This design comes from an exercise in tuning for small area, a short achievable clock period and few clock cycles per item on the open sky130 flow, not from production work. No functional check of the RTL was part of any run shown here.

[flow/config.mk]
export PLATFORM = sky130hd
export DESIGN_NAME = polynomial_share_generator_mod251
export DESIGN_NICKNAME = polynomial_share_generator_mod251
export VERILOG_FILES = /design/flow/design.v
export SDC_FILE = /design/flow/constraint.sdc
export NUM_CORES = 4
export LEC_CHECK = 0
export CAP_MARGIN = 20
export CORE_MARGIN = 2
export CORE_UTILIZATION = 40
export SLEW_MARGIN = 20
[flow/constraint.sdc]
create_clock -name core_clock -period 11.0 [get_ports {i_clk}]
set_input_delay 2.2000 -clock core_clock [delete_from_list [all_inputs] [get_ports {i_clk}]]
set_output_delay 2.2000 -clock core_clock [all_outputs]
set_load 0.01 [all_outputs]
[flow/design.v]
package psg_pkg;
    localparam int NUM_COEF_FIELDS = 8;
    localparam int COEF_W          = 8;
    localparam int THRESH_W        = 4;
    localparam int SHARE_CNT_W     = 5;
    localparam int VALUE_W         = 8;
    localparam int DEF_MAX_COEFS   = 8;
    localparam int DEF_MAX_SHARES  = 16;
endpackage
module psg_mulj #(
    parameter int J = 1
) (
    input  logic [7:0]  i_a,
    input  logic [8:0]  i_b,
    output logic [11:0] o_v
);
    assign o_v = 12'(J + 1) * 12'(i_a) + 12'(J) * 12'(i_b);
endmodule
module psg_fold (
    input  logic [11:0] i_v,
    output logic [7:0]  o_s
);
    logic [8:0] f;
    logic [9:0] t;
    always_comb begin
        f   = 9'(i_v[7:0]) + 9'(i_v[11:8]) + {3'b0, i_v[11:8], 2'b0};
        t   = 10'(f) + 10'd5;
        o_s = (t[9:8] != 2'b00) ? t[7:0] : f[7:0];
    end
endmodule
module psg_add2 (
    input  logic [7:0] i_a,
    input  logic [7:0] i_b,
    output logic [7:0] o_s
);
    logic [8:0] s;
    logic [8:0] t;
    always_comb begin
        s   = 9'(i_a) + 9'(i_b);
        t   = 9'(i_a) + 9'(i_b) + 9'd5;      
        o_s = t[8] ? t[7:0] : s[7:0];
    end
endmodule
module psg_red (
    input  logic [8:0] i_a,
    output logic [7:0] o_s
);
    logic [8:0] s1;
    logic [8:0] s2;
    always_comb begin
        s1 = i_a - 9'd251;
        s2 = i_a - 9'd502;
        if (i_a >= 9'd502)      o_s = s2[7:0];
        else if (i_a >= 9'd251) o_s = s1[7:0];
        else                    o_s = i_a[7:0];
    end
endmodule
module psg_seq (
    input  logic        i_clk,
    input  logic        i_rst_n,
    input  logic        i_valid,
    input  logic [63:0] i_item,
    input  logic [2:0]  i_deg,       
    input  logic [4:0]  i_n,
    input  logic        i_take,      
    output logic        o_ready,     
    output logic        o_done,      
    output logic [4:0]  o_n,
    output logic [8:0]  o_d0,
    output logic [7:1][7:0] o_d
);
    logic        r_full;
    logic        r_ready;
    logic        r_done;
    logic        r_ph;               
    logic [2:0]  r_steps;
    logic [47:0] r_coefs;            
    logic [4:0]  r_n;
    logic [8:0]  r_d0;
    logic [7:1][7:0]  r_d;
    logic [7:1][11:0] r_v;
    logic [7:1][11:0] n_v;
    logic [7:1][7:0]  n_d;
    logic [9:0]  s0;
    logic [8:0]  n_d0;
    assign o_ready = r_ready;
    assign o_done  = r_done;
    assign o_n     = r_n;
    assign o_d0    = r_d0;
    assign o_d     = r_d;
    generate
        for (genvar j = 1; j < 7; j++) begin : g_mul
            psg_mulj #(.J(j)) u_mul (
                .i_a (r_d[j]),
                .i_b ((j == 1) ? r_d0 : {1'b0, r_d[j-1]}),
                .o_v (n_v[j])
            );
        end
        for (genvar j = 1; j < 8; j++) begin : g_fold
            psg_fold u_fold (.i_v(r_v[j]), .o_s(n_d[j]));
        end
    endgenerate
    psg_mulj #(.J(7)) u_mul7 (.i_a(8'd0), .i_b({1'b0, r_d[6]}), .o_v(n_v[7]));
    assign s0   = 10'(r_d0) + 10'(r_coefs[47:40]);
    assign n_d0 = 9'(s0[7:0]) + 9'(s0[9:8]) + {5'b0, s0[9:8], 2'b0};
    always_ff @(posedge i_clk) begin
        if (!i_rst_n) begin
            r_full  <= 1'b0;
            r_ready <= 1'b1;
            r_done  <= 1'b0;
        end else if (!r_full) begin
            r_full  <= i_valid;
            r_ready <= !i_valid;
            r_done  <= i_valid && (i_deg <= 3'd1);
        end else if (i_take) begin
            r_full  <= 1'b0;
            r_ready <= 1'b1;
            r_done  <= 1'b0;
        end else if (r_steps != 3'd0 && r_ph) begin
            r_done  <= (r_steps == 3'd1);
        end
    end
    always_ff @(posedge i_clk) begin
        r_v <= n_v;
        if (!r_full) begin
            r_ph    <= 1'b0;
            r_steps <= (i_deg == 3'd0) ? 3'd0 : i_deg - 3'd1;
            r_coefs <= i_item[47:0];
            r_n     <= i_n;
            r_d0    <= (i_deg == 3'd0) ? {1'b0, i_item[63:56]} : 9'(i_item[63:56]) + 9'(i_item[55:48]);
            r_d[1]  <= (i_deg == 3'd0) ? 8'd0 : i_item[63:56];
            for (int j = 2; j < 8; j++) r_d[j] <= 8'd0;
        end else if (r_steps != 3'd0) begin
            r_ph <= !r_ph;
            if (r_ph) begin
                r_steps <= r_steps - 3'd1;
                r_coefs <= {r_coefs[39:0], 8'd0};
                r_d0    <= n_d0;
                r_d     <= n_d;
            end
        end
    end
endmodule
module polynomial_share_generator_mod251 (
    input  logic        i_clk,
    input  logic        i_rst_n,
    input  logic        i_cfg_we,
    input  logic [0:0]  i_cfg_idx,
    input  logic [4:0]  i_cfg_data,
    input  logic        i_valid,
    output logic        o_ready,
    input  logic [63:0] i_item,
    output logic        o_valid,
    input  logic        i_ready,
    output logic [13:0] o_item
);
    logic [3:0]  r_threshold;
    logic [4:0]  r_share_count;
    logic [2:0]  deg;
    logic [4:0]  cnt;
    logic        a_done;
    logic [4:0]  a_n;
    logic [8:0]  a_d0;
    logic [7:1][7:0] a_d;
    logic        load;
    always_ff @(posedge i_clk) begin
        if (!i_rst_n) begin
            r_threshold   <= 4'd2;
            r_share_count <= 5'd4;
        end else if (i_cfg_we) begin
            if (i_cfg_idx == 1'b0) begin
                r_threshold   <= i_cfg_data[3:0];
            end else begin
                r_share_count <= i_cfg_data;
            end
        end
    end
    always_comb begin
        if (r_threshold == 4'd0)     deg = 3'd0;
        else if (r_threshold > 4'd8) deg = 3'd7;
        else                         deg = 3'(r_threshold - 4'd1);
        if (r_share_count == 5'd0)       cnt = 5'd1;
        else if (r_share_count > 5'd16)  cnt = 5'd16;
        else                             cnt = r_share_count;
    end
    psg_seq u_seq (
        .i_clk    (i_clk),
        .i_rst_n  (i_rst_n),
        .i_valid  (i_valid),
        .i_item   (i_item),
        .i_deg    (deg),
        .i_n      (cnt),
        .i_take   (load),
        .o_ready  (o_ready),
        .o_done   (a_done),
        .o_n      (a_n),
        .o_d0     (a_d0),
        .o_d      (a_d)
    );
    logic        r_valid;
    logic        r_last;
    logic [4:0]  r_x;
    logic [4:0]  r_n;
    logic [7:0]  r_out;
    logic [7:1][7:0] r_r;
    logic [7:1][7:0] ld_r;
    logic [6:1][7:0] st_r;
    logic [7:0]  ld_out;
    logic [7:0]  st_out;
    logic        step;
    logic        sel_load;
    logic        en;
    assign sel_load = a_done && (!r_valid || r_last);
    assign load = sel_load && (!r_valid || i_ready);
    assign step = r_valid && i_ready && !r_last;
    assign en   = load || step;
    psg_red u_ld_out (.i_a(a_d0), .o_s(ld_out));
    psg_red u_ld_r1 (.i_a({1'b0, a_d[1]}), .o_s(ld_r[1]));
    assign ld_r[7:2] = a_d[7:2];
    psg_add2 u_out (.i_a(r_out), .i_b(r_r[1]), .o_s(st_out));
    generate
        for (genvar j = 1; j < 7; j++) begin : g_add
            psg_add2 u_add (.i_a(r_r[j]), .i_b(r_r[j+1]), .o_s(st_r[j]));
        end
    endgenerate
    always_ff @(posedge i_clk) begin
        if (!i_rst_n) begin
            r_valid <= 1'b0;
        end else if (load) begin
            r_valid <= 1'b1;
        end else if (i_ready) begin
            if (r_last) r_valid <= 1'b0;
        end
    end
    always_ff @(posedge i_clk) begin
        if (en) begin
            r_x    <= sel_load ? 5'd1 : r_x + 5'd1;
            r_n    <= sel_load ? a_n : r_n;
            r_last <= sel_load ? (a_n == 5'd1) : (r_x + 5'd1 == r_n);
            r_out  <= sel_load ? ld_out : st_out;
            r_r    <= sel_load ? ld_r : {r_r[7], st_r};
        end
    end
    assign o_valid = r_valid;
    assign o_item  = {r_x, r_out, r_last};
endmodule
[flow/run.sh]
#!/bin/bash
# synth_recipe.tcl (not shown) runs the flow's synth.tcl, then flattens the netlist and writes it again
# the make line also repeats each setting of config.mk as NAME=value (left out here)
make -C /OpenROAD-flow-scripts/flow DESIGN_CONFIG=/design/flow/config.mk WORK_HOME=/design/flow/orfs CLKGATE_MAP_FILE= SYNTH_SCRIPT=/design/flow/synth_recipe.tcl finish
==> summary.txt, run 1 <==
crit path DAT around 4500 ps; f_max 235 MHz; Layout Skew ~30 ps; Final ANT Viol Nets 0; synth warn 5; Post-CTS Hold Buffers 0; post-route DRC violation count 0; final critical-path required period between 4000 and 5000 ps; CP Max Fanout 3; Clk Tree Root Cell clkbuf_16; fin nets roughly 2,800; startpoint types primary input; Die Height ~240 um; post-synth top area cell edfxtp_1; Worst Max-Slew Pin Slew a little over 900 ps; Placer Congestion around 0.88; antenna fix cells 0; GRT overflow 0; Global Route Usage Sum 19.2%; I/O Pins between 90 and 100; PortBufs 90; Synth Flop Type edfxtp_1; multiplexer area fraction after synthesis about 3.5%; clk buf depth 3; Clock Sinks around 290; top cells by area, synth edfxtp_1 20%, ha_1 15%, dfxtp_1 13%; worst setup margin 6740 ps; Vias/cell 5.53; adder-cell share of the synthesized area about a fifth; Mapped Avg Cell Area approximately 9.5 um^2; Yosys reg bits 286; initial antenna violation count 1; CTS H-Tree Depth 2; FILL cells 5,151; first-pass GRT wire length 88.3 mm; Post-Synthesis Net Count 2,674; Crit Path Class in2reg; RSZ-0062 raised after global routing no; most frequent cells in the layout 255 x ha_1, 190 x a21oi_1, 150 x inv_1; Mapped Cells between 2,000 and 2,500; Slew Limit Fails 0; outcome no timing/DRC/antenna violations; area post-placement approximately 24,000 um^2; worst r2r path cells 17; Synth Area in Compound Gates about a fifth; total vias in the final route about 17,000; clock latency on the worst-skew pair around 560 ps; hold crit path type reg2reg; EDFF count, synth about 150; Async S/R FF share, synth 0%; chip width 238 um; main combinational cell family by area after synthesis compound AO/OA/AOI/OAI gates; die area ~57,000 um^2; pin count of the biggest net entering global routing between 70 and 80; sequential area share after synthesis around a third; post-CTS sizing 0; number of global-route vias before repair around 17,000; P&R area growth vs syn 12.9%; Hold Path Cell Cnt 0; most common cell after layout, fill and taps aside ha_1; Avg WL per Cell 17.4 um; normalized max-slew margin between 30% and 40%; post-synthesis cell type count 94; clock slew at reported path FFs about 60 ps; XOR/XNOR Fraction of Synth Area between 7 and 8%; Tcrit/Tclk final about two fifths; Mapped Area between 20,000 and 25,000 um^2; CP endpoint kind flip-flop; starting density of the core about 41%; share of cells above drive strength 1 6.97%; Max Cap Viol 0; CTS tree done; WP data required 11,250 ps; Synth top area share about 20%; DPL Wire Length about 42 mm; final instance area between 20,000 and 25,000 um^2; Total Wirelength 54.2 mm; drt pass-1 iters 5; placed cells approximately 3,000; Synth Area in Simple Gates between 10% and 20%; Rows 85; Hold Violations, Final 0; worst slack, placed between 6000 and 7000 ps; CTS Buf Count 35; Core ar. between 50,000 and 60,000 um^2; non-filler instance count after layout between 3,000 and 4,000; DRT iter0 DRCs between 1,000 and 1,500; Final Setup Violations 0; setup TNS 0 ps; setup bufs post-CTS 0
==> registers in the layout, summed over array words and instances, names as in the netlist <==
register / flops
r_last: 1
r_n: 5
r_out: 8
r_r: 56
r_share_count: 5
r_threshold: 4
r_valid: 1
r_x: 5
u_seq.r_coefs: 48
u_seq.r_d: 56
u_seq.r_d0: 9
u_seq.r_done: 1
u_seq.r_full: 1
u_seq.r_n: 5
u_seq.r_ph: 1
u_seq.r_ready: 1
u_seq.r_steps: 3
u_seq.r_v: 76
==> through the flow <==
step                      utilization [%]  hold slack [ps]
after CTS                            45.8              400
after global placement               43.7              415
final                                45.8              404
after floorplan                         -              369
after detailed placement             43.7              409
after global routing                 45.8              415
==> critical path, cell delays in order <==
cell and delay (ps):
clkdlybuf4s50_1 500, ha_1 180, inv_1 50, fa_1 370
nor2b_1 160, o21ai_0 120, a21boi_0 270, o21ai_0 130
nand2b_1 120, xnor2_1 120, o21ai_0 110, a21boi_0 160
==> logic make-up after synthesis <==
| family | after synthesis |
|---|---|
| and+or+nand+nor | 551 |
| xor gates and xnor gates | 185 |
| AOI/OAI and AO/OA | 701 |
| buffers and inverters | 204 |
| adders and majority gates | 302 |
| muxes | 72 |
| DFF | 286 |
==> path summary, 6_finish.rpt <==
path                                 endpoint           from  slack (ps)
worst min register to register        r_r[52]  u_seq.r_d[52]         400
worst max register to register  u_seq.r_d0[6]  u_seq.r_d0[1]        7070
worst max-delay path            u_seq.r_d0[6]     i_item[56]        6740
worst min-delay path                  r_r[52]  u_seq.r_d[52]         400
==> Yosys cell counts (all sizes together) (17+ instances only) <==
cell type  instances
nor3              37
clkbuf            42
mux2i             26
nor2b             49
dfxtp            138
mux2              46
fa                43
o211ai            19
nor2             134
a31oi             17
o21bai            31
and3              22
ha               255
o21ai            163
a21o              70
xor2              65
nand2b            32
a211oi            37
nand2            129
inv              151
o21a              25
a21oi            191
xnor2            120
edfxtp           148
nand3             62
==> area by class of cell <==
cell class	instances	area [um^2]	area share, %
clock inverters	19	169	0.682
repair buffers	100	976	3.94
inverters	151	567	2.29
multi-input cells	1811	14000	56.4
well taps	696	871	3.52
flip-flops and latches	286	7210	29.1
clock buffers	44	993	4.01
==> routing by layer <==
metal / share of wire [%] / vias to the layer above / track usage, %
met5: 0 / - / 0
met4: 2.4 / 0 / 5.36
met3: 3.8 / 76 / 3.12
met2: 46 / 290 / 31.6
met1: 48 / 8140 / 26.2
li1: - / 8661 / -
==> run 2: changes to the inputs <==
--- a/flow/design.v
+++ b/flow/design.v
@@ -42,17 +42,17 @@
     end
 endmodule
 module psg_red (
-    input  logic [8:0] i_a,
+    input  logic [9:0] i_a,
     output logic [7:0] o_s
 );
-    logic [8:0] s1;
-    logic [8:0] s2;
-    always_comb begin
-        s1 = i_a - 9'd251;
-        s2 = i_a - 9'd502;
-        if (i_a >= 9'd502)      o_s = s2[7:0];
-        else if (i_a >= 9'd251) o_s = s1[7:0];
-        else                    o_s = i_a[7:0];
+    logic [9:0] s1;
+    logic [9:0] s2;
+    always_comb begin
+        s1 = i_a - 10'd251;
+        s2 = i_a - 10'd502;
+        if (i_a >= 10'd502)      o_s = s2[7:0];
+        else if (i_a >= 10'd251) o_s = s1[7:0];
+        else                     o_s = i_a[7:0];
     end
 endmodule
 module psg_seq (
@@ -66,8 +66,9 @@
     output logic        o_ready,     
     output logic        o_done,      
     output logic [4:0]  o_n,
-    output logic [8:0]  o_d0,
-    output logic [7:1][7:0] o_d
+    output logic [8:0]  o_e,
+    output logic [8:0]  o_d1,
+    output logic [7:2][7:0] o_d
 );
     logic        r_full;
     logic        r_ready;
@@ -76,33 +77,36 @@
     logic [2:0]  r_steps;
     logic [47:0] r_coefs;            
     logic [4:0]  r_n;
-    logic [8:0]  r_d0;
-    logic [7:1][7:0]  r_d;
-    logic [7:1][11:0] r_v;
-    logic [7:1][11:0] n_v;
-    logic [7:1][7:0]  n_d;
+    logic [8:0]  r_e;
+    logic [8:0]  r_d1;
+    logic [7:2][7:0]  r_d;
+    logic [7:2][11:0] r_v;
+    logic [7:2][11:0] n_v;
+    logic [7:2][7:0]  n_d;
     logic [9:0]  s0;
-    logic [8:0]  n_d0;
+    logic [8:0]  n_e;
+    logic [10:0] s1;
+    logic [8:0]  n_d1;
     assign o_ready = r_ready;
     assign o_done  = r_done;
     assign o_n     = r_n;
-    assign o_d0    = r_d0;
+    assign o_e     = r_e;
+    assign o_d1    = r_d1;
     assign o_d     = r_d;
+    psg_mulj #(.J(2)) u_mul2 (.i_a(r_d[2]), .i_b(r_d1), .o_v(n_v[2]));
     generate
-        for (genvar j = 1; j < 7; j++) begin : g_mul
-            psg_mulj #(.J(j)) u_mul (
-                .i_a (r_d[j]),
-                .i_b ((j == 1) ? r_d0 : {1'b0, r_d[j-1]}),
-                .o_v (n_v[j])
-            );
-        end
-        for (genvar j = 1; j < 8; j++) begin : g_fold
+        for (genvar j = 3; j < 7; j++) begin : g_mul
+            psg_mulj #(.J(j)) u_mul (.i_a(r_d[j]), .i_b({1'b0, r_d[j-1]}), .o_v(n_v[j]));
+        end
+        for (genvar j = 2; j < 8; j++) begin : g_fold
             psg_fold u_fold (.i_v(r_v[j]), .o_s(n_d[j]));
         end
     endgenerate
     psg_mulj #(.J(7)) u_mul7 (.i_a(8'd0), .i_b({1'b0, r_d[6]}), .o_v(n_v[7]));
-    assign s0   = 10'(r_d0) + 10'(r_coefs[47:40]);
-    assign n_d0 = 9'(s0[7:0]) + 9'(s0[9:8]) + {5'b0, s0[9:8], 2'b0};
+    assign s0   = 10'(r_coefs[47:40]) + 10'd753 - {r_d1, 1'b0};
+    assign n_e  = 9'(s0[7:0]) + 9'(s0[9:8]) + {5'b0, s0[9:8], 2'b0};
+    assign s1   = 11'(r_d1) + {1'b0, r_d1, 1'b0} + 11'(r_e);
+    assign n_d1 = 9'(s1[7:0]) + 9'(s1[10:8]) + {4'b0, s1[10:8], 2'b0};
     always_ff @(posedge i_clk) begin
         if (!i_rst_n) begin
             r_full  <= 1'b0;
@@ -121,21 +125,24 @@
         end
     end
     always_ff @(posedge i_clk) begin
-        r_v <= n_v;
         if (!r_full) begin
-            r_ph    <= 1'b0;
+            r_v     <= '0;
+            r_v[2]  <= {3'b0, i_item[63:56], 1'b0};
+            r_ph    <= 1'b1;
             r_steps <= (i_deg == 3'd0) ? 3'd0 : i_deg - 3'd1;
             r_coefs <= i_item[47:0];
             r_n     <= i_n;
-            r_d0    <= (i_deg == 3'd0) ? {1'b0, i_item[63:56]} : 9'(i_item[63:56]) + 9'(i_item[55:48]);
-            r_d[1]  <= (i_deg == 3'd0) ? 8'd0 : i_item[63:56];
-            for (int j = 2; j < 8; j++) r_d[j] <= 8'd0;
+            r_e     <= (i_deg == 3'd0) ? {1'b0, i_item[63:56]} : {1'b0, i_item[55:48]};
+            r_d1    <= (i_deg == 3'd0) ? 9'd0 : {1'b0, i_item[63:56]};
+            r_d     <= '0;
         end else if (r_steps != 3'd0) begin
+            r_v  <= n_v;
             r_ph <= !r_ph;
             if (r_ph) begin
                 r_steps <= r_steps - 3'd1;
                 r_coefs <= {r_coefs[39:0], 8'd0};
-                r_d0    <= n_d0;
+                r_e     <= n_e;
+                r_d1    <= n_d1;
                 r_d     <= n_d;
             end
         end
@@ -160,8 +167,9 @@
     logic [4:0]  cnt;
     logic        a_done;
     logic [4:0]  a_n;
-    logic [8:0]  a_d0;
-    logic [7:1][7:0] a_d;
+    logic [8:0]  a_e;
+    logic [8:0]  a_d1;
+    logic [7:2][7:0] a_d;
     logic        load;
     always_ff @(posedge i_clk) begin
         if (!i_rst_n) begin
@@ -194,7 +202,8 @@
         .o_ready  (o_ready),
         .o_done   (a_done),
         .o_n      (a_n),
-        .o_d0     (a_d0),
+        .o_e      (a_e),
+        .o_d1     (a_d1),
         .o_d      (a_d)
     );
     logic        r_valid;
@@ -214,8 +223,8 @@
     assign load = sel_load && (!r_valid || i_ready);
     assign step = r_valid && i_ready && !r_last;
     assign en   = load || step;
-    psg_red u_ld_out (.i_a(a_d0), .o_s(ld_out));
-    psg_red u_ld_r1 (.i_a({1'b0, a_d[1]}), .o_s(ld_r[1]));
+    psg_red u_ld_out (.i_a(10'(a_e) + 10'(a_d1)), .o_s(ld_out));
+    psg_red u_ld_r1 (.i_a({1'b0, a_d1}), .o_s(ld_r[1]));
     assign ld_r[7:2] = a_d[7:2];
     psg_add2 u_out (.i_a(r_out), .i_b(r_r[1]), .o_s(st_out));
     generate
==> run 2 against run 1 <==
- largest cell class unchanged
- design area up 0.57%
- routed wire length down 0.51%
- still clean
- critical endpoint is now u_seq.r_d1[7]
==> summary.txt, run 2 <==
Final Setup Violations 0; Hold Violations, Final 0; Largest regs u_seq.r_v x66, r_r x56; most frequent cells in the layout 283 x ha_1, 214 x nand2_1, 183 x o21ai_0; Worst Max-Slew Pin Slew around 950 ps; CP most frequent cell a21oi_1; clock latency on the worst-skew pair between 500 and 600 ps; Clk Tree Root Cell clkbuf_16; antenna fix cells 0; DRT iter0 DRCs approximately 1,100; Global Route Usage Sum 19.1%; I/O Pins 91; FILL cells about 5,000; Synth top area share ~21%; PortBufs 90; final critical-path required period roughly 5000 ps; Final Hold Slack 438 ps; post-route DRC violation count 0; initial antenna violation count 0; post-synthesis cell type count 86; max FFs per register between 60 and 70; Placer Congestion approximately 0.87; Final ANT Viol Nets 0; pin count of the biggest net entering global routing 80; CTS tree done; Yosys reg bits ~280; fin nets between 2,000 and 3,000; total vias in the final route around 17,000; met2 Track Usage GR 31.1%; final instance area about 25,000 um^2; M3 GR Usage around 2.7%; post-CTS sizing 0; Mapped Cells ~2,300; Mapped Avg Cell Area ~9.5 um^2; Synth Flop Type edfxtp_1; Tcrit/Tclk final 45.7%; die area 56,900 um^2; Post-CTS Hold Buffers 0; CP Max Fanout 12; sequential area share after synthesis between 30% and 40%; f_max 199 MHz; startpoint types flip-flop; outcome no timing/DRC/antenna violations; Layout Skew approximately 19 ps; WP data required around 11,000 ps; placed cells roughly 3,000; hold crit path type reg2reg; Rows 85; Total Wirelength 53.9 mm; number of global-route vias before repair approximately 17,000; post-synth top area cell edfxtp_1; CTS Buf Count 36; Slew Limit Fails 0; Crit Path Class reg2reg; RSZ-0062 raised after global routing no; most numerous cell in the Yosys netlist ha_1; chip width between 200 and 250 um; EDFF count, synth around 160; CP endpoint kind flip-flop; area of the multi-input gates 14,100 um^2; largest reg by FF count u_seq.r_v; Async S/R FF share, synth 0%; commonest cells in the synthesized netlist 283 x ha_1, 214 x nand2_1, 184 x o21ai_0; Crit path largest cell delay about 650 ps; clock slew at reported path FFs about 60 ps; crit path cell chain fa_1 > ha_1 > a21o_1 > a21oi_1 > o21bai_1 > a21oi_1 > o21bai_1 > a21oi_1 > nor2b_1 > o21ai_0 > nand2b_1 > fa_1 > inv_1 > fa_1 > nor2b_1 > o21ai_0 > nand2b_1 > a21oi_1 > nor2_1 > xor2_1 > o22ai_1; crit path DAT approximately 5300 ps; synth warn 5; Avg WL per Cell approximately 17 um; setup bufs post-CTS 0; P&R area growth vs syn 13.1%; first-pass GRT wire length 87.7 mm; Core ar. ~54,000 um^2; Vias/cell 5.40; normalized max-slew margin between 30% and 40%; top cells by area, synth edfxtp_1 21%, ha_1 16%, dfxtp_1 11%; slowest cell on the critical path edfxtp_1; drt pass-1 iters 7; Clock Sinks about 280; most common cell after layout, fill and taps aside ha_1; CTS H-Tree Depth 2; setup TNS 0 ps; Max Cap Viol 0; met1 Usage GRT a little over a quarter; non-filler instance count after layout approximately 3,100; Mapped Area 22,000 um^2; GRT overflow 0; clk buf depth 3; DPL Wire Length around 41 mm; area post-placement 23,700 um^2; grt peak-use layer met2; Post-Synthesis Net Count approximately 2,700; Die Height 239 um; share of cells above drive strength 1 6.47%; register area between 7000 and 8000 um^2; starting density of the core roughly two fifths
-- run 2: changes by cell type after synthesis, sizes merged, moves of 24 or more --
cell / before / now
ha: 255 / 283
xnor2: 120 / 148
nand2: 129 / 216
o21ai: 163 / 194
a211oi: 37 / 13
a21oi: 191 / 151
-- run 2: path summary, 6_finish.rpt --
| path | endpoint | slack (ps) | startpoint | depth (start not counted) |
|---|---|---|---|---|
| min reg2reg | r_r[54] | 440 | u_seq.r_d[46] | 0 |
| max | u_seq.r_d1[7] | 5970 | u_seq.r_d1[1] | 21 |
| min | r_r[54] | 440 | u_seq.r_d[46] | 0 |
| max reg2reg | u_seq.r_d1[7] | 5970 | u_seq.r_d1[1] | 21 |
-- run 2: kinds of logic after synthesis --
family	Yosys count	synth area share, %
AND/OR/NAND/NOR	583	12.8
multiplexers	79	3.86
adder cells (fa/ha/maj)	336	20.9
AO/OA/AOI/OAI	611	17.5
XOR/XNOR	218	8.87
flip-flops	277	32.3
buffers and inverters	210	3.72
-- run 2: stage by stage --
stage               util [%]  worst slack (ps)
detailed placement      43.7              5960
finish                  46.0              5970
floorplan                  -              5230
CTS                     46.0              5970
global route            46.0              5440
global placement        43.7              5980
-- run 2: final cells by class --
cell class | count | area share, %
Clock buffer | 51 | 4.26
Clock inverter | 15 | 0.729
Sequential cell | 277 | 28.6
Tap cell | 696 | 3.50
Multi-Input combinational cell | 1827 | 56.6
Inverter | 156 | 2.35
Timing Repair Buffer | 101 | 3.95
-- run 2: per-layer routing --
metal  part of all wire (%)  vias up
met2                     45      360
met3                    4.7       56
met5                      0        -
li1                       -     8504
met4                    1.7        0
met1                     48     7957
-- run 2: worst max-delay path, delay by kind of cell (launching register included) --
kind                       cells  cell delay (ps)
adders and majority gates      4             1900
buffers and inverters          1               70
AOI/OAI and AO/OA             10             1420
and+or+nand+nor                5              540
DFF                            1              650
xor gates and xnor gates       1              150
==> run 3: changes to the inputs <==
--- a/flow/design.v
+++ b/flow/design.v
@@ -14,7 +14,7 @@
     input  logic [8:0]  i_b,
     output logic [11:0] o_v
 );
-    assign o_v = 12'(J + 1) * 12'(i_a) + 12'(J) * 12'(i_b);
+    assign o_v = (J == 1) ? 12'(i_a) * 12'd3 + 12'(i_b) : 12'(J + 1) * 12'(i_a) + 12'(J) * 12'(i_b);
 endmodule
 module psg_fold (
     input  logic [11:0] i_v,
@@ -52,7 +52,7 @@
         s2 = i_a - 10'd502;
         if (i_a >= 10'd502)      o_s = s2[7:0];
         else if (i_a >= 10'd251) o_s = s1[7:0];
-        else                     o_s = i_a[7:0];
+        else                    o_s = i_a[7:0];
     end
 endmodule
 module psg_seq (
@@ -67,8 +67,7 @@
     output logic        o_done,      
     output logic [4:0]  o_n,
     output logic [8:0]  o_e,
-    output logic [8:0]  o_d1,
-    output logic [7:2][7:0] o_d
+    output logic [7:1][7:0] o_d
 );
     logic        r_full;
     logic        r_ready;
@@ -78,35 +77,32 @@
     logic [47:0] r_coefs;            
     logic [4:0]  r_n;
     logic [8:0]  r_e;
-    logic [8:0]  r_d1;
-    logic [7:2][7:0]  r_d;
-    logic [7:2][11:0] r_v;
-    logic [7:2][11:0] n_v;
-    logic [7:2][7:0]  n_d;
+    logic [7:1][7:0]  r_d;
+    logic [7:1][11:0] r_v;
+    logic [7:1][11:0] n_v;
+    logic [7:1][7:0]  n_d;
     logic [9:0]  s0;
     logic [8:0]  n_e;
-    logic [10:0] s1;
-    logic [8:0]  n_d1;
     assign o_ready = r_ready;
     assign o_done  = r_done;
     assign o_n     = r_n;
     assign o_e     = r_e;
-    assign o_d1    = r_d1;
     assign o_d     = r_d;
-    psg_mulj #(.J(2)) u_mul2 (.i_a(r_d[2]), .i_b(r_d1), .o_v(n_v[2]));
     generate
-        for (genvar j = 3; j < 7; j++) begin : g_mul
-            psg_mulj #(.J(j)) u_mul (.i_a(r_d[j]), .i_b({1'b0, r_d[j-1]}), .o_v(n_v[j]));
-        end
-        for (genvar j = 2; j < 8; j++) begin : g_fold
+        for (genvar j = 1; j < 7; j++) begin : g_mul
+            psg_mulj #(.J(j)) u_mul (
+                .i_a (r_d[j]),
+                .i_b ((j == 1) ? r_e : {1'b0, r_d[j-1]}),
+                .o_v (n_v[j])
+            );
+        end
+        for (genvar j = 1; j < 8; j++) begin : g_fold
             psg_fold u_fold (.i_v(r_v[j]), .o_s(n_d[j]));
         end
     endgenerate
     psg_mulj #(.J(7)) u_mul7 (.i_a(8'd0), .i_b({1'b0, r_d[6]}), .o_v(n_v[7]));
-    assign s0   = 10'(r_coefs[47:40]) + 10'd753 - {r_d1, 1'b0};
+    assign s0   = 10'(r_coefs[47:40]) + 10'd753 - {1'b0, r_d[1], 1'b0};
     assign n_e  = 9'(s0[7:0]) + 9'(s0[9:8]) + {5'b0, s0[9:8], 2'b0};
-    assign s1   = 11'(r_d1) + {1'b0, r_d1, 1'b0} + 11'(r_e);
-    assign n_d1 = 9'(s1[7:0]) + 9'(s1[10:8]) + {4'b0, s1[10:8], 2'b0};
     always_ff @(posedge i_clk) begin
         if (!i_rst_n) begin
             r_full  <= 1'b0;
@@ -125,24 +121,21 @@
         end
     end
     always_ff @(posedge i_clk) begin
+        r_v <= n_v;
         if (!r_full) begin
-            r_v     <= '0;
-            r_v[2]  <= {3'b0, i_item[63:56], 1'b0};
-            r_ph    <= 1'b1;
+            r_ph    <= 1'b0;
             r_steps <= (i_deg == 3'd0) ? 3'd0 : i_deg - 3'd1;
             r_coefs <= i_item[47:0];
             r_n     <= i_n;
             r_e     <= (i_deg == 3'd0) ? {1'b0, i_item[63:56]} : {1'b0, i_item[55:48]};
-            r_d1    <= (i_deg == 3'd0) ? 9'd0 : {1'b0, i_item[63:56]};
-            r_d     <= '0;
+            r_d[1]  <= (i_deg == 3'd0) ? 8'd0 : i_item[63:56];
+            for (int j = 2; j < 8; j++) r_d[j] <= 8'd0;
         end else if (r_steps != 3'd0) begin
-            r_v  <= n_v;
             r_ph <= !r_ph;
             if (r_ph) begin
                 r_steps <= r_steps - 3'd1;
                 r_coefs <= {r_coefs[39:0], 8'd0};
                 r_e     <= n_e;
-                r_d1    <= n_d1;
                 r_d     <= n_d;
             end
         end
@@ -168,8 +161,7 @@
     logic        a_done;
     logic [4:0]  a_n;
     logic [8:0]  a_e;
-    logic [8:0]  a_d1;
-    logic [7:2][7:0] a_d;
+    logic [7:1][7:0] a_d;
     logic        load;
     always_ff @(posedge i_clk) begin
         if (!i_rst_n) begin
@@ -203,7 +195,6 @@
         .o_done   (a_done),
         .o_n      (a_n),
         .o_e      (a_e),
-        .o_d1     (a_d1),
         .o_d      (a_d)
     );
     logic        r_valid;
@@ -223,8 +214,8 @@
     assign load = sel_load && (!r_valid || i_ready);
     assign step = r_valid && i_ready && !r_last;
     assign en   = load || step;
-    psg_red u_ld_out (.i_a(10'(a_e) + 10'(a_d1)), .o_s(ld_out));
-    psg_red u_ld_r1 (.i_a({1'b0, a_d1}), .o_s(ld_r[1]));
+    psg_red u_ld_out (.i_a(10'(a_e) + 10'(a_d[1])), .o_s(ld_out));
+    psg_red u_ld_r1 (.i_a({2'b0, a_d[1]}), .o_s(ld_r[1]));
     assign ld_r[7:2] = a_d[7:2];
     psg_add2 u_out (.i_a(r_out), .i_b(r_r[1]), .o_s(st_out));
     generate
==> flow/flow/run.sh (new file) <==
#!/bin/bash
# Standard layout, with timing repair asked to leave 7.5 ns of setup slack at the design's
# clock period (the standard flow stops repairing once the design meets the period).
set -euo pipefail
bash standard.sh SETUP_SLACK_MARGIN=7.5 finish > flow_standard.log 2>&1
==> flow/standard.sh (new file) <==
#!/bin/bash
# synth_recipe.tcl (not shown) runs the flow's synth.tcl, then flattens the netlist and writes it again
# the make line also repeats each setting of config.mk as NAME=value (left out here)
make -C /OpenROAD-flow-scripts/flow DESIGN_CONFIG=/design/flow/config.mk WORK_HOME=/design/flow/orfs CLKGATE_MAP_FILE= SYNTH_SCRIPT=/design/flow/synth_recipe.tcl "${@:-finish}"
removed: flow/run.sh
==> run 3 against run 2 <==
- routed wire length fell by 1.7%
- clock skew increased by 4.5 ps
- flip-flop and latch count increased by 10
- fmax grew 40%
- register-to-register slack improved by 1400 ps
==> summary.txt, run 3 <==
outcome no timing/DRC/antenna violations; drt pass-1 iters 5; Mapped Area between 20,000 and 25,000 um^2; number of global-route vias before repair roughly 16,000; final critical-path required period between 3000 and 4000 ps; total vias in the final route between 15,000 and 20,000; Global Route Usage Sum between 10% and 20%; commonest cells in the synthesized netlist 279 x ha_1, 189 x o21ai_0, 182 x a21oi_1; CP endpoint kind flip-flop; area post-placement between 20,000 and 25,000 um^2; Synth Flop Type edfxtp_1; share of cells above drive strength 1 11.8%; synth warn 5; Largest regs u_seq.r_v x77, r_r x56, u_seq.r_d x56; DPL Wire Length just under 40 mm; Die Height between 200 and 250 um; post-route DRC violation count 0; first-pass GRT wire length between 80 and 90 mm; met1 Usage GRT around a quarter; Clock Sinks 287; Mapped Cells 2,278; GRT overflow 0; Layout Skew between 20 and 25 ps; crit path DAT about 3900 ps; CTS Buf Count 37; CTS H-Tree Depth 2; worst hold start u_seq.r_d[8]; sequential area share after synthesis 33.5%; pin count of the biggest net entering global routing 79; starting density of the core 40.3%; Worst Max-Slew Pin Slew approximately 1000 ps; Hold Violations, Final 0; normalized max-slew margin 35.2%; I/O Pins 91; Async S/R FF share, synth 0%; top cells by area, synth edfxtp_1 21%, ha_1 16%, dfxtp_1 13%; WP data required about 11,000 ps; Tcrit/Tclk final between 30% and 40%; worst slack, placed 6430 ps; hold crit path type reg2reg; Placer Congestion roughly 0.86; max FFs per register 77; Final ANT Viol Nets 0; Post-Synthesis Net Count ~2,700; Max Cap Viol 0; die area around 56,000 um^2; final instance area 25,600 um^2; fin nets between 2,000 and 3,000; Crit Path Class reg2reg; worst setup margin between 7000 and 8000 ps; CTS tree done; Yosys reg bits ~290; Avg WL per Cell between 15 and 20 um; clock latency on the worst-skew pair 560 ps; DRT iter0 DRCs 861; grt peak-use layer met2; CP Max Fanout 2; Core ar. roughly 54,000 um^2; PortBufs 90; clk buf depth 3; FILL cells about 5,000; Synth top area share 20.6%; most numerous cell in the Yosys netlist ha_1; Post-CTS Hold Buffers 0; antenna fix cells 0; RSZ-0062 raised after global routing yes; EDFF count, synth about 150; Slew Limit Fails 0; initial antenna violation count 0; Rows 85; largest reg by FF count u_seq.r_v; setup TNS 0 ps; r2r startpoint u_seq.r_d[0]; Mapped Avg Cell Area about 9.5 um^2; P&R area growth vs syn 18.4%; chip width 236 um; f_max approximately 280 MHz; most frequent cells in the layout 272 x ha_1, 177 x o21ai_0, 174 x inv_1; met2 Track Usage GR 29.7%; Vias/cell between 5 and 6; Total Wirelength between 50 and 60 mm; most common cell after layout, fill and taps aside ha_1; Crit. Startpoint u_seq.r_d[0]; post-synth top area cell edfxtp_1; Clk Tree Root Cell clkbuf_16; startpoint types flip-flop; clock slew at reported path FFs roughly 60 ps; M3 GR Usage between 3 and 4%; post-synthesis cell type count 75; Final Setup Violations 0
## run 3: metal layers
layer	part of all wire, %	vias to the layer above
met4	2.3	0
met2	45	278
met1	49	7881
li1	-	8445
met3	4.4	81
met5	0	-
## run 3: final timing paths
path	endpoint	slack (ps)	cells after the start
hold reg to reg	u_seq.r_v[24]	400	0
setup reg to reg	u_seq.r_e[6]	7400	20
setup / recovery	u_seq.r_e[6]	7400	20
hold / removal	u_seq.r_v[24]	400	0
## run 3: kinds of logic after synthesis
| kind of cell | Yosys count | synth area share [%] |
|---|---|---|
| buffers and inverters | 223 | 3.90 |
| adder cells (fa/ha/maj) | 327 | 20.5 |
| AO/OA/AOI/OAI | 604 | 17.1 |
| AND/OR/NAND/NOR | 528 | 11.9 |
| multiplexers | 69 | 3.43 |
| XOR/XNOR | 240 | 9.73 |
| flip-flops | 287 | 33.5 |
## run 3: area by class of cell
cell class                      instances  area (um^2)  share of cell area (%)
Clock inverter                         11         85.1                   0.333
Timing Repair Buffer                  174         1550                    6.04
Multi-Input combinational cell       1769        14100                    55.1
Inverter                              179          672                    2.63
Tap cell                              696          871                    3.40
Sequential cell                       287         7240                    28.3
Clock buffer                           55         1070                    4.20
## run 3: critical path: stages (launching register included)
cell	delay (ps)
edfxtp_1	420
ha_1	310
inv_2	50
ha_4	160
fa_2	350
a21oi_2	140
nor2_2	50
nor2_2	130
o21bai_1	100
a21oi_2	150
nor2b_1	60
o21ai_1	110
nand2b_1	80
buf_4	160
fa_2	350
a21o_1	180
a21oi_2	160
nor2_2	60
xor2_1	130
nand2_1	90
o21ai_1	70
## run 3: stage by stage
stage	hold WS [ps]	std cells	utilization (%)
3_3_place_gp	394	3029	43.6
2_1_floorplan	368	2278	-
6_report	400	3171	47.7
4_1_cts	397	3149	46.7
5_1_grt	419	3171	47.7
3_5_place_dp	388	3029	43.6
## run 3: timing repair
item / 4_1_cts / 5_1_grt
gates cloned: 1 / 0
setup endpoints to repair: 90 / 159
gates resized for setup: 63 / 80
pin swaps: 25 / 37
buffers inserted: 53 / 22

-- separate check: timing with driven ports --
The flow's constraints put no driver on any port. The routed layouts listed below were extracted and timed again, unchanged, in two steps.
Step 1 assumes that a clkbuf_16 drives the clock port and a buf_2 every other input.
Step 2 moves the port delays by t, midway between the first and last clock arrival at a register: inputs arrive t later, outputs are due t later. That takes back most of the time a late clock gives input paths.
Slacks: ideal ports / drivers / drivers and shift; pairs: ideal ports / drivers.
| run | t (ns) | setup slack, ns | hold WS [ns] | latest minus earliest clock arrival (ns) | pins driven straight from the clock port |
|---|---|---|---|---|---|
| run 1 | 0.610 | 6.739 / 6.779 / 6.169 | 0.404 / 0.404 / 0.404 | 0.031 / 0.032 | 1 |
| run 2 | 0.596 | 5.968 / 5.968 / 5.968 | 0.438 / 0.438 / 0.438 | 0.020 / 0.020 | 1 |
| run 3 | 0.605 | 7.403 / 7.403 / 7.033 | 0.400 / 0.400 / 0.400 | 0.024 / 0.025 | 1 |
After both steps every run listed still meets setup and hold. The setup slack of run 1, which loses most, moves by +0.040 ns with the drivers and by -0.570 ns with both steps.
